Background: an optimization exercise with open tools, aiming at small area, a short achievable clock period and few clock cycles per item. Do not read the settings as production practice.
Function was checked by simulation only, so behaviour that the tests miss may differ from the original.
No activity file was given, so power comes from the tool's default toggle rates.

// poly_cv_gate_to_note_events
module poly_cv_gate_to_note_events (
   input  logic                  clock,
   input  logic                  reset,
   input  logic                  req_tvalid,
   output logic                  req_tready,
   input  logic [REQ_DATA_W-1:0] req_tdata,
   input  logic [0:0]            req_tuser,    
   output logic                  rsp_tvalid,
   input  logic                  rsp_tready,
   output logic [RSP_DATA_W-1:0] rsp_tdata,
   output logic [1:0]            rsp_tuser,    
   output logic                  rsp_tlast,
   input  logic                  csr_psel,
   input  logic                  csr_penable,
   input  logic                  csr_pwrite,
   input  logic [CSR_ADDR_W-1:0] csr_paddr,
   input  logic [CSR_DATA_W-1:0] csr_pwdata,
   output logic [CSR_DATA_W-1:0] csr_prdata,
   output logic                  csr_pready
);
For scale: about 2900 cells after synthesis, roughly 880 flip-flops.
==> flow/config.mk <==
export PLATFORM = sky130hd
export DESIGN_NAME = poly_cv_gate_to_note_events
export DESIGN_NICKNAME = poly_cv_gate_to_note_events
export VERILOG_FILES = /design/flow/design.v
export SDC_FILE = /design/flow/constraint.sdc
export NUM_CORES = 4
export LEC_CHECK = 0
export CAP_MARGIN = 20
export CORE_MARGIN = 2
export CORE_UTILIZATION = 55
export SLEW_MARGIN = 20
==> flow/constraint.sdc <==
create_clock -name core_clock -period 10.0 [get_ports {clock}]
set_input_delay 2.0000 -clock core_clock [delete_from_list [all_inputs] [get_ports {clock}]]
set_output_delay 2.0000 -clock core_clock [all_outputs]
set_load 0.01 [all_outputs]
standard.sh (not shown) runs the stock make flow with config.mk's settings and CLKGATE_MAP_FILE= SYNTH_SCRIPT=/design/flow/synth_recipe.tcl, a recipe that flattens the netlist after the stock synthesis.
==> flow/flow/run.sh <==
#!/bin/bash
# Layout flow: the standard layout (standard.sh, with its synthesis
# unchanged), run with timing repair aimed below the clock period, small
# plain buffers on the ports (resized by repair where timing needs it) and
# larger clock-tree sink clusters. Each tool's output goes to a log file here.
set -euo pipefail
export SETUP_SLACK_MARGIN=6
export BUFFER_PORTS_ARGS="-buffer_cell sky130_fd_sc_hd__buf_1"
export CTS_CLUSTER_SIZE=25
export CTS_CLUSTER_DIAMETER=100
bash standard.sh > standard_flow.log 2>&1
Testbench counts at the start, summed over its fixed seeds: cycles 34,101, items 32,000.
Next try:
--- a/flow/flow/run.sh
+++ b/flow/flow/run.sh
@@ -7 +7 @@
-export SETUP_SLACK_MARGIN=6
+export SETUP_SLACK_MARGIN=5.7
- CORE_UTILIZATION: 55 -> 40
Effect:
- The changed run completed without violations
- routed wire length shrinks by 3.2%
- worst setup slack degrades by 0.20 ns
- design area barely changes
- area after synthesis stays the same
- flip-flop and latch count is unchanged
- clock-buffer cell count shrinks by 10
- cell count grows by 7.3%


Starting RTL as in the previous note.
Design poly_cv_gate_to_note_events, start of the top module:
module poly_cv_gate_to_note_events (
   input  logic                  clock,
   input  logic                  reset,
   input  logic                  req_tvalid,
   output logic                  req_tready,
   input  logic [REQ_DATA_W-1:0] req_tdata,
   input  logic [0:0]            req_tuser,    
   output logic                  rsp_tvalid,
   input  logic                  rsp_tready,
   output logic [RSP_DATA_W-1:0] rsp_tdata,
   output logic [1:0]            rsp_tuser,    
   output logic                  rsp_tlast,
   input  logic                  csr_psel,
   input  logic                  csr_penable,
   input  logic                  csr_pwrite,
   input  logic [CSR_ADDR_W-1:0] csr_paddr,
   input  logic [CSR_DATA_W-1:0] csr_pwdata,
   output logic [CSR_DATA_W-1:0] csr_prdata,
   output logic                  csr_pready
);
   logic signed [16:0] gate_high;
   logic signed [16:0] gate_low;
   logic [15:0]        threshold;
   logic               rdy_ff;         
   logic               a_valid_ff;
   logic               a_reset_ff;
   logic [3:0]         a_lane_ff;
   logic [4:0]         a_req_ff;       
   logic signed [16:0] a_gate_ff;
   logic               a_ge;           
   logic               a_le;           
  ...
==> flow/config.mk <==
export PLATFORM = sky130hd
export DESIGN_NAME = poly_cv_gate_to_note_events
export DESIGN_NICKNAME = poly_cv_gate_to_note_events
export VERILOG_FILES = /design/flow/design.v
export SDC_FILE = /design/flow/constraint.sdc
export NUM_CORES = 4
export LEC_CHECK = 0
export CAP_MARGIN = 20
export CORE_MARGIN = 2
export CORE_UTILIZATION = 40
export SLEW_MARGIN = 20
==> flow/constraint.sdc <==
create_clock -name core_clock -period 10.0 [get_ports {clock}]
set_input_delay 2.0000 -clock core_clock [delete_from_list [all_inputs] [get_ports {clock}]]
set_output_delay 2.0000 -clock core_clock [all_outputs]
set_load 0.01 [all_outputs]
==> flow/flow/run.sh <==
#!/bin/bash
# Layout flow: the standard layout (standard.sh, with its synthesis
# unchanged), run with timing repair aimed below the clock period, small
# plain buffers on the ports (resized by repair where timing needs it) and
# larger clock-tree sink clusters. Each tool's output goes to a log file here.
set -euo pipefail
export SETUP_SLACK_MARGIN=6.45
export BUFFER_PORTS_ARGS="-buffer_cell sky130_fd_sc_hd__buf_1"
export CTS_CLUSTER_SIZE=25
export CTS_CLUSTER_DIAMETER=100
bash standard.sh > standard_flow.log 2>&1
Testbench counts at the start, summed over its fixed seeds: cycles 34,101, items 32,000.
Edit:
--- a/flow/flow/run.sh
+++ b/flow/flow/run.sh
@@ -6,3 +6,3 @@
 set -euo pipefail
-export SETUP_SLACK_MARGIN=6.45
+export SETUP_SLACK_MARGIN=6.15
 export BUFFER_PORTS_ARGS="-buffer_cell sky130_fd_sc_hd__buf_1"
After rerunning: Die area does not change; count of clock-buffer cells in the layout went down by 6; wire length shrinks by a few percent; sequential power barely changes; setup slack gains 0.060 ns; critical path depth stays the same; via count drops by a few percent; cell count falls slightly; utilization fell by 1.6 points; hold slack loses 0.0082 ns.
Edit:
==> flow/run.sh (new file) <==
#!/bin/bash
# synth_recipe.tcl (not shown) runs the flow's synth.tcl, then flattens the netlist and writes it again
# the make line also repeats each setting of config.mk as NAME=value (left out here)
make -C /OpenROAD-flow-scripts/flow DESIGN_CONFIG=/design/flow/config.mk WORK_HOME=/design/flow/orfs CLKGATE_MAP_FILE= SYNTH_SCRIPT=/design/flow/synth_recipe.tcl finish
- CTS_CLUSTER_DIAMETER: default -> 100
- CTS_CLUSTER_SIZE: default -> 25
- SETUP_SLACK_MARGIN: default -> 5
removed: flow/flow/run.sh
removed: flow/standard.sh
- The changed run passed the timing, design-rule and antenna checks
- first-iteration DRC count went down by 22%
- area after synthesis does not change
- setup slack gets worse by 1.1 ns
Edit:
==> flow/flow/run.sh (new file) <==
#!/bin/bash
# Layout flow: the standard layout (standard.sh, with its synthesis
# unchanged), run with timing repair aimed below the clock period, small
# plain buffers on the ports (resized by repair where timing needs it) and
# larger clock-tree sink clusters. Each tool's output goes to a log file here.
set -euo pipefail
export SETUP_SLACK_MARGIN=6.30
export BUFFER_PORTS_ARGS="-buffer_cell sky130_fd_sc_hd__buf_1"
export CTS_CLUSTER_SIZE=25
export CTS_CLUSTER_DIAMETER=100
bash standard.sh > standard_flow.log 2>&1
==> flow/standard.sh (new file) <==
#!/bin/bash
# synth_recipe.tcl (not shown) runs the flow's synth.tcl, then flattens the netlist and writes it again
# the make line also repeats each setting of config.mk as NAME=value (left out here)
make -C /OpenROAD-flow-scripts/flow DESIGN_CONFIG=/design/flow/config.mk WORK_HOME=/design/flow/orfs CLKGATE_MAP_FILE= SYNTH_SCRIPT=/design/flow/synth_recipe.tcl "${@:-finish}"
- CTS_CLUSTER_DIAMETER: 100 -> default
- CTS_CLUSTER_SIZE: 25 -> default
- SETUP_SLACK_MARGIN: 5 -> default
removed: flow/run.sh
After rerunning: First-iteration DRC count goes up by 26%; synthesized area stays the same; routed wire length goes up by 3.5%; total power goes up by 2.9%; die area stays the same; clock-buffer cell count goes down by 7; sequential power hardly moves; non-clock buffer count goes up by 58; final cell count goes up by 2.2%; critical path depth is unchanged.


Starting RTL as in the previous note.
clock: 10.0 ns
lec_check: 0
cap_margin: 20
core_margin: 2
core_utilization: 40
slew_margin: 20
==> flow/flow/run.sh <==
#!/bin/bash
# Layout flow: the standard layout (standard.sh, with its synthesis
# unchanged), run with timing repair aimed below the clock period, small
# plain buffers on the ports (resized by repair where timing needs it) and
# larger clock-tree sink clusters. Each tool's output goes to a log file here.
set -euo pipefail
export SETUP_SLACK_MARGIN=5.90
export BUFFER_PORTS_ARGS="-buffer_cell sky130_fd_sc_hd__buf_1"
export CTS_CLUSTER_SIZE=25
export CTS_CLUSTER_DIAMETER=100
bash standard.sh > standard_flow.log 2>&1
Testbench counts at the start, summed over its fixed seeds: cycles 34,101, items 32,000.
Next try:
--- a/flow/flow/run.sh
+++ b/flow/flow/run.sh
@@ -6,3 +6,3 @@
 set -euo pipefail
-export SETUP_SLACK_MARGIN=5.90
+export SETUP_SLACK_MARGIN=6
 export BUFFER_PORTS_ARGS="-buffer_cell sky130_fd_sc_hd__buf_1"
The changed run completed with no timing, DRC or antenna violations.
Cell area grows by 0.39%.
Worst setup slack loses 0.0049 ns.
Final cell count grows by 0.37%.
Non-clock buffer count grows by 8.
Hold slack hardly moves.
Via count grows by 1.1%.

## what the ideal ports hide
The flow's constraints put no driver on any port. The routed layouts listed below were extracted and timed again, unchanged, in two steps.
Step 1 assumes that a clkbuf_16 drives the clock port and a buf_2 every other input.
Step 2 moves the port delays by t, midway between the first and last clock arrival at a register: inputs arrive t later, outputs are due t later. That takes back most of the time a late clock gives input paths.
Three values: no drivers, after step 1, after step 2; two values: the first two.
run | t, ns | setup slack, ns | worst setup path at the end | worst register clock-pin slew, ns | pins driven straight from the clock port
the first run of note 1 | 0.691 | 6.011 / 6.012 / 5.321 | input to register | 0.10 / 0.10 | 1
the second run of note 1 | 0.693 | 5.816 / 5.861 / 5.168 | input to register | 0.11 / 0.11 | 1
the first run of note 2 | 0.676 | 6.125 / 6.132 / 5.455 | input to register | 0.11 / 0.11 | 1
the second run of note 2 | 0.679 | 6.185 / 6.185 / 5.506 | input to register | 0.11 / 0.11 | 1
the third run of note 2 | 0.677 | 5.128 / 5.169 / 4.491 | input to register | 0.11 / 0.11 | 1
the fourth run of note 2 | 0.700 | 6.206 / 6.209 / 5.509 | input to register | 0.11 / 0.11 | 1
the first run of note 3 | 0.682 | 5.987 / 6.028 / 5.346 | input to register | 0.11 / 0.11 | 1
the second run of note 3 | 0.696 | 5.982 / 5.994 / 5.299 | input to register | 0.11 / 0.11 | 1
After both steps every run listed still meets setup and hold. For the fourth run of note 2, which loses most, drivers alone change the setup slack by +0.003 ns; drivers and shift together by -0.697 ns.
